From an optimization exercise on the open Yosys and OpenROAD flow, aimed at small area and few clock cycles per item; shortcuts taken in it are not production practice. Only simulation tests tie the RTL to the original design; equivalence was not proved. The flow treats the clock pin as an ideal source, which a real chip does not have.

==> inputs of lagoon <==
==> flow/design.v (excerpt) <==
module controller_report_formatter_unit (
    input  logic                              i_clk,
    input  logic                              i_rst_n,
    input  logic                              i_upd_valid,
    output logic                              o_upd_ready,
    input  logic [crf_pkg::CHAN_W-1:0]        i_upd_channel,
    input  logic [crf_pkg::BTN_W-1:0]         i_upd_button_bits,
    input  logic [crf_pkg::DPAD_W-1:0]        i_upd_dpad_bits,
    input  logic signed [crf_pkg::AXIS_W-1:0] i_upd_axis_left_x,
    input  logic signed [crf_pkg::AXIS_W-1:0] i_upd_axis_left_y,
    input  logic signed [crf_pkg::AXIS_W-1:0] i_upd_axis_right_x,
    input  logic signed [crf_pkg::AXIS_W-1:0] i_upd_axis_right_y,
    input  logic [crf_pkg::LEVEL_W-1:0]       i_upd_brake_level,
    input  logic [crf_pkg::LEVEL_W-1:0]       i_upd_throttle_level,
    input  logic [crf_pkg::MODE_W-1:0]        i_upd_analog_mode,
    output logic                              o_rpt_valid,
    input  logic                              i_rpt_ready,
    output logic [crf_pkg::CHAN_W-1:0]        o_rpt_out_channel,
    output logic [crf_pkg::RPT_W-1:0]         o_rpt_report_buttons,
    output logic [crf_pkg::VAL_W-1:0]         o_rpt_stick_lx,
    output logic [crf_pkg::VAL_W-1:0]         o_rpt_stick_ly,
    output logic [crf_pkg::VAL_W-1:0]         o_rpt_stick_rx,
    output logic [crf_pkg::VAL_W-1:0]         o_rpt_stick_ry,
    output logic [crf_pkg::VAL_W-1:0]         o_rpt_trig_left,
    output logic [crf_pkg::VAL_W-1:0]         o_rpt_trig_right
);
    logic                      r_valid;
    logic                      w_take;
    logic [crf_pkg::VAL_W-1:0] w_lx, w_ly, w_rx, w_ry, w_tl, w_tr;
    logic                      w_tl_btn, w_tr_btn;
    logic [crf_pkg::RPT_W-2:0] n_buttons;
    logic [crf_pkg::VAL_W-1:0] n_rx, n_ry, n_tl, n_tr;
    logic [crf_pkg::CHAN_W-1:0] r_channel;
    logic [crf_pkg::RPT_W-2:0]  r_buttons;
    logic [crf_pkg::VAL_W-1:0]  r_lx, r_ly, r_rx, r_ry, r_tl, r_tr;
    assign o_upd_ready = !r_valid || i_rpt_ready;
    assign w_take      = o_upd_ready && i_upd_valid;
  ...
clock: 8.0 ns
lec_check: 0
cap_margin: 20
core_margin: 2
core_utilization: 65
cts_buf_list: sky130_fd_sc_hd__clkbuf_4
slew_margin: 20
standard.sh (not shown) runs the stock make flow with config.mk's settings and CLKGATE_MAP_FILE= SYNTH_SCRIPT=/design/flow/synth_recipe.tcl, a recipe that flattens the netlist after the stock synthesis.
==> flow/flow/run.sh <==
#!/bin/bash
# Own layout flow: the standard flow with these changes.
#  1. Synthesis is the standard synthesis script (synth_recipe.tcl, which sources ORFS's
#     synth.tcl) with three edits to a copy of synth.tcl:
#       - Yosys's "abc -fast" pre-mapping in synth's fine step is skipped (-noabc),
#       - no full or half adder cells are extracted (extract_fa is left out),
#  2. Ports are buffered with sky130_fd_sc_hd__buf_1 (every input and output still gets its
#     own buffer, as in the standard flow).
#  3. Clock tree synthesis takes its arguments from flow/cts_args.txt (clkbuf_4 buffers, no
#     dummy loads).
#  4. Everything after synthesis is standard.sh (the standard flow's own layout), unchanged.
# Each tool's output goes to a log file in this folder (synth.log, layout.log; ORFS's per-step
# logs are under orfs/logs).
set -euo pipefail
W=$PWD
S=$FLOW_HOME/scripts/synth.tcl
sed -e 's/synth -top \$::env(DESIGN_NAME) -run fine: {\*}\$synth_full_args/synth -top $::env(DESIGN_NAME) -run fine: -noabc {*}$synth_full_args/' \
    -e 's/^  extract_fa {\*}\[dont_use_extract_fa_args\]$/  puts "own flow: no adder extraction"/' \
    -e "s#^source \$::env(SCRIPTS_DIR)/synth_preamble.tcl\$#&\nlset abc_args 1 $W/flow/abc_area.script#" \
    "$S" > "$W/own_synth.tcl"
grep -q -- '-run fine: -noabc' "$W/own_synth.tcl"
grep -q -- 'own flow: no adder extraction' "$W/own_synth.tcl"
grep -q -- "^lset abc_args 1 $W/flow/abc_area.script" "$W/own_synth.tcl"
sed -e "s#\$::env(SCRIPTS_DIR)/synth.tcl#$W/own_synth.tcl#" "$W/synth_recipe.tcl" > "$W/own_synth_recipe.tcl"
grep -q "$W/own_synth.tcl" "$W/own_synth_recipe.tcl"
KNOBS=$(sed -n 's/^make .* SYNTH_SCRIPT=[^ ]* \(.*\) "\${@:-finish}"$/\1/p' "$W/standard.sh")
eval "make -C $FLOW_HOME DESIGN_CONFIG=$W/config.mk WORK_HOME=$W/orfs CLKGATE_MAP_FILE= SYNTH_SCRIPT=$W/own_synth_recipe.tcl $KNOBS synth" > "$W/synth.log" 2>&1
export BUFFER_PORTS_ARGS="-buffer_cell sky130_fd_sc_hd__buf_1"
export CTS_ARGS="$(cat "$W/flow/cts_args.txt")"
bash "$W/standard.sh" > "$W/layout.log" 2>&1
==> flow/flow/abc_area.script <==
strash
ifraig
dc2
dch -f
amap
topo
stime -c
==> flow/flow/cts_args.txt <==
-sink_clustering_enable -repair_clock_nets -root_buf sky130_fd_sc_hd__clkbuf_4 -tree_buf sky130_fd_sc_hd__clkbuf_4 -buf_list sky130_fd_sc_hd__clkbuf_4 -dont_use_dummy_load -sink_clustering_size 20 -sink_clustering_max_diameter 300 -sink_clustering_levels 1
==> juniper: changes against lagoon <==
==> flow/flow/run.sh (replaced) <==
#!/bin/bash
# Own layout flow: the standard flow with three changes.
#  1. Synthesis is the standard synthesis script (synth_recipe.tcl and ORFS's synth.tcl) except
#     that Yosys's "abc -fast" pre-mapping in synth's fine step is skipped and extract_fa looks
#     for full adders only, so the hand-built adder structure of the RTL reaches the adder
#     mapping as written. Registers, their names and cell types are those of the standard
#     synthesis (only the combinational mapping differs).
#     The final ABC mapping of the remaining logic uses flow/abc_area.script (area-oriented
#     amap) in place of ORFS's speed script.
#  2. Ports are buffered with sky130_fd_sc_hd__buf_1 (every input and output still gets its
#     own buffer, as in the standard flow).
#  3. Everything after synthesis is standard.sh (the standard flow's own layout) unchanged.
# Each tool's output goes to a log file in this folder.
set -euo pipefail
W=$PWD
S=$FLOW_HOME/scripts/synth.tcl
sed -e 's/synth -top \$::env(DESIGN_NAME) -run fine: {\*}\$synth_full_args/synth -top $::env(DESIGN_NAME) -run fine: -noabc {*}$synth_full_args/' \
    -e 's/extract_fa {\*}\[dont_use_extract_fa_args\]/extract_fa -fa/' \
    -e "s#^source \$::env(SCRIPTS_DIR)/synth_preamble.tcl\$#&\nlset abc_args 1 $W/flow/abc_area.script#" \
    "$S" > "$W/own_synth.tcl"
grep -q -- '-run fine: -noabc' "$W/own_synth.tcl"
grep -q -- 'extract_fa -fa$' "$W/own_synth.tcl"
grep -q -- "^lset abc_args 1 $W/flow/abc_area.script" "$W/own_synth.tcl"
sed -e "s#\$::env(SCRIPTS_DIR)/synth.tcl#$W/own_synth.tcl#" "$W/synth_recipe.tcl" > "$W/own_synth_recipe.tcl"
grep -q "$W/own_synth.tcl" "$W/own_synth_recipe.tcl"
KNOBS=$(sed -n 's/^make .* SYNTH_SCRIPT=[^ ]* \(.*\) "\${@:-finish}"$/\1/p' "$W/standard.sh")
eval "make -C $FLOW_HOME DESIGN_CONFIG=$W/config.mk WORK_HOME=$W/orfs CLKGATE_MAP_FILE= SYNTH_SCRIPT=$W/own_synth_recipe.tcl $KNOBS synth" > "$W/synth.log" 2>&1
export BUFFER_PORTS_ARGS="-buffer_cell sky130_fd_sc_hd__buf_1"
bash "$W/standard.sh" > "$W/layout.log" 2>&1
--- a/flow/config.mk
+++ b/flow/config.mk
@@ -7,6 +7,8 @@
 export LEC_CHECK = 0
 export CAP_MARGIN = 20
 export CORE_MARGIN = 2
-export CORE_UTILIZATION = 65
-export CTS_BUF_LIST = sky130_fd_sc_hd__clkbuf_4
+export CORE_UTILIZATION = 40
+export CTS_BUF_LIST = sky130_fd_sc_hd__clkbuf_8
+export CTS_CLUSTER_DIAMETER = 100
+export CTS_CLUSTER_SIZE = 32
 export SLEW_MARGIN = 20
removed: flow/flow/cts_args.txt
==> willow: changes against lagoon <==
==> flow/flow/run.sh (replaced) <==
#!/bin/bash
# Own layout flow: the standard flow with three changes.
#  1. Synthesis is the standard synthesis script (synth_recipe.tcl and ORFS's synth.tcl) except
#     that Yosys's "abc -fast" pre-mapping in synth's fine step is skipped and no full or half
#     adder cells are extracted, so the hand-built adder structure of the RTL reaches ABC as
#     written. Registers, their names and cell types are those of the standard synthesis
#     (only the combinational mapping differs).
#     The final ABC mapping of the remaining logic uses flow/abc_area.script (area-oriented
#     amap) in place of ORFS's speed script.
#  2. Ports are buffered with sky130_fd_sc_hd__buf_1 (every input and output still gets its
#     own buffer, as in the standard flow).
#  3. Clock tree synthesis takes its arguments from flow/cts_args.txt (no dummy loads).
#  4. Everything after synthesis is standard.sh (the standard flow's own layout) unchanged.
# Each tool's output goes to a log file in this folder.
set -euo pipefail
W=$PWD
S=$FLOW_HOME/scripts/synth.tcl
sed -e 's/synth -top \$::env(DESIGN_NAME) -run fine: {\*}\$synth_full_args/synth -top $::env(DESIGN_NAME) -run fine: -noabc {*}$synth_full_args/' \
    -e 's/^  extract_fa {\*}\[dont_use_extract_fa_args\]$/  puts "own flow: no adder extraction"/' \
    -e "s#^source \$::env(SCRIPTS_DIR)/synth_preamble.tcl\$#&\nlset abc_args 1 $W/flow/abc_area.script#" \
    "$S" > "$W/own_synth.tcl"
grep -q -- '-run fine: -noabc' "$W/own_synth.tcl"
grep -q -- 'own flow: no adder extraction' "$W/own_synth.tcl"
grep -q -- "^lset abc_args 1 $W/flow/abc_area.script" "$W/own_synth.tcl"
sed -e "s#\$::env(SCRIPTS_DIR)/synth.tcl#$W/own_synth.tcl#" "$W/synth_recipe.tcl" > "$W/own_synth_recipe.tcl"
grep -q "$W/own_synth.tcl" "$W/own_synth_recipe.tcl"
KNOBS=$(sed -n 's/^make .* SYNTH_SCRIPT=[^ ]* \(.*\) "\${@:-finish}"$/\1/p' "$W/standard.sh")
eval "make -C $FLOW_HOME DESIGN_CONFIG=$W/config.mk WORK_HOME=$W/orfs CLKGATE_MAP_FILE= SYNTH_SCRIPT=$W/own_synth_recipe.tcl $KNOBS synth" > "$W/synth.log" 2>&1
export BUFFER_PORTS_ARGS="-buffer_cell sky130_fd_sc_hd__buf_1"
# clock tree options (replace ORFS's clock_tree_synthesis arguments when flow/cts_args.txt exists)
if [[ -f "$W/flow/cts_args.txt" ]]; then
  export CTS_ARGS="$(cat "$W/flow/cts_args.txt")"
fi
bash "$W/standard.sh" > "$W/layout.log" 2>&1
==> flow/flow/cts_args.txt (replaced) <==
-sink_clustering_enable -repair_clock_nets -buf_list sky130_fd_sc_hd__clkbuf_8 -dont_use_dummy_load -sink_buffer_max_cap_derate 1.0
--- a/flow/config.mk
+++ b/flow/config.mk
@@ -7,6 +7,6 @@
 export LEC_CHECK = 0
 export CAP_MARGIN = 20
 export CORE_MARGIN = 2
-export CORE_UTILIZATION = 65
-export CTS_BUF_LIST = sky130_fd_sc_hd__clkbuf_4
+export CORE_UTILIZATION = 40
+export CTS_BUF_LIST = sky130_fd_sc_hd__clkbuf_8
 export SLEW_MARGIN = 20
==> indigo: changes against lagoon <==
==> flow/run.sh (new file) <==
#!/bin/bash
# synth_recipe.tcl (not shown) runs the flow's synth.tcl, then flattens the netlist and writes it again
# the make line also repeats each setting of config.mk as NAME=value (left out here)
make -C /OpenROAD-flow-scripts/flow DESIGN_CONFIG=/design/flow/config.mk WORK_HOME=/design/flow/orfs CLKGATE_MAP_FILE= SYNTH_SCRIPT=/design/flow/synth_recipe.tcl finish
--- a/flow/config.mk
+++ b/flow/config.mk
@@ -7,6 +7,5 @@
 export LEC_CHECK = 0
 export CAP_MARGIN = 20
 export CORE_MARGIN = 2
-export CORE_UTILIZATION = 65
-export CTS_BUF_LIST = sky130_fd_sc_hd__clkbuf_4
+export CORE_UTILIZATION = 40
 export SLEW_MARGIN = 20
removed: flow/flow/run.sh
removed: flow/flow/abc_area.script
removed: flow/flow/cts_args.txt
removed: flow/standard.sh
==> qor summary <==
| quantity | willow | juniper | lagoon | indigo |
|---|---|---|---|---|
| Number of antenna violations at the first check in global routing | 0 | 1 | 0 | 0 |
| Router iterations before antenna repair | 6 | 7 | 5 | 4 |
| Utilization after layout | 49.3% | 50.3% | 78.3% | 58.0% |
| Outcome | complete, no violations | complete, no violations | complete, no violations | complete, no violations |
| Fraction of the mapped netlist area in simple logic gates | 19.5% | 13.5% | 19.5% | 8.36% |
| Cell area after synthesis | 0.00417 mm² | 0.00423 mm² | 0.00417 mm² | 0.00494 mm² |
| Crit path time final | 4.55 ns | 4.91 ns | 4.66 ns | 5.51 ns |
| CP Buf/Inv Count | 3 | 5 | 3 | 3 |
| Level count of the clock H-tree | - | 3 | 3 | 3 |
| Fraction of post-synthesis cell area in the top cell type by area | 44.7% | 44.0% | 44.7% | 37.7% |
| Die area | 0.0112 mm² | 0.0114 mm² | 0.00706 mm² | 0.0133 mm² |
| Post-placement setup slack | 3.19 ns | 2.71 ns | 3.10 ns | 2.10 ns |
| Proportion of cell area occupied by multi-input gates | 40.2% | 40.0% | 41.3% | 37.6% |
| Post-Syn Instances | 531 | 427 | 531 | 435 |
| Finished Layout Cells | 827 | 730 | 768 | 747 |
| Final clock period utilization by the worst path | 56.9% | 61.4% | 58.2% | 68.8% |
Testbench counts of lagoon, summed over its fixed seeds: cycles 16,008, items 16,000.
Testbench counts of juniper, summed over its fixed seeds: cycles 16,008, items 16,000.
Testbench counts of willow, summed over its fixed seeds: cycles 16,008, items 16,000.
Testbench counts of indigo, summed over its fixed seeds: cycles 16,008, items 16,000.

what the ideal ports hide:
Ports are ideal in the flow. The routed layouts listed here were re-timed in OpenROAD.
Step 1, drivers: a clkbuf_16 drives i_clk and a buf_2 each remaining input, both assumed.
Step 2 also shifts input and output timing later by t, the mid clock arrival at the registers, as if the neighbouring blocks saw the same clock.
Three values: ideal, step 1, step 2; two values: the first two.
run | t, ns | setup WS [ns] | hold WS [ns] | worst setup path after step 2 | clock arrival spread, ns
lagoon | 0.380 | 3.344 / 3.350 / 2.970 | 0.725 / 0.725 / 0.725 | input to register | 0.046 / 0.046
juniper | 0.355 | 3.088 / 3.095 / 2.740 | 0.694 / 0.694 / 0.694 | input to register | 0.008 / 0.009
willow | 0.355 | 3.448 / 3.458 / 3.103 | 0.697 / 0.697 / 0.697 | input to register | 0.031 / 0.031
indigo | 0.372 | 2.493 / 2.506 / 2.133 | 0.552 / 0.552 / 0.552 | input to register | 0.005 / 0.005
After both steps every run listed still meets setup and hold. For lagoon, which loses most, drivers alone change the setup slack by +0.006 ns; drivers and shift together by -0.374 ns.
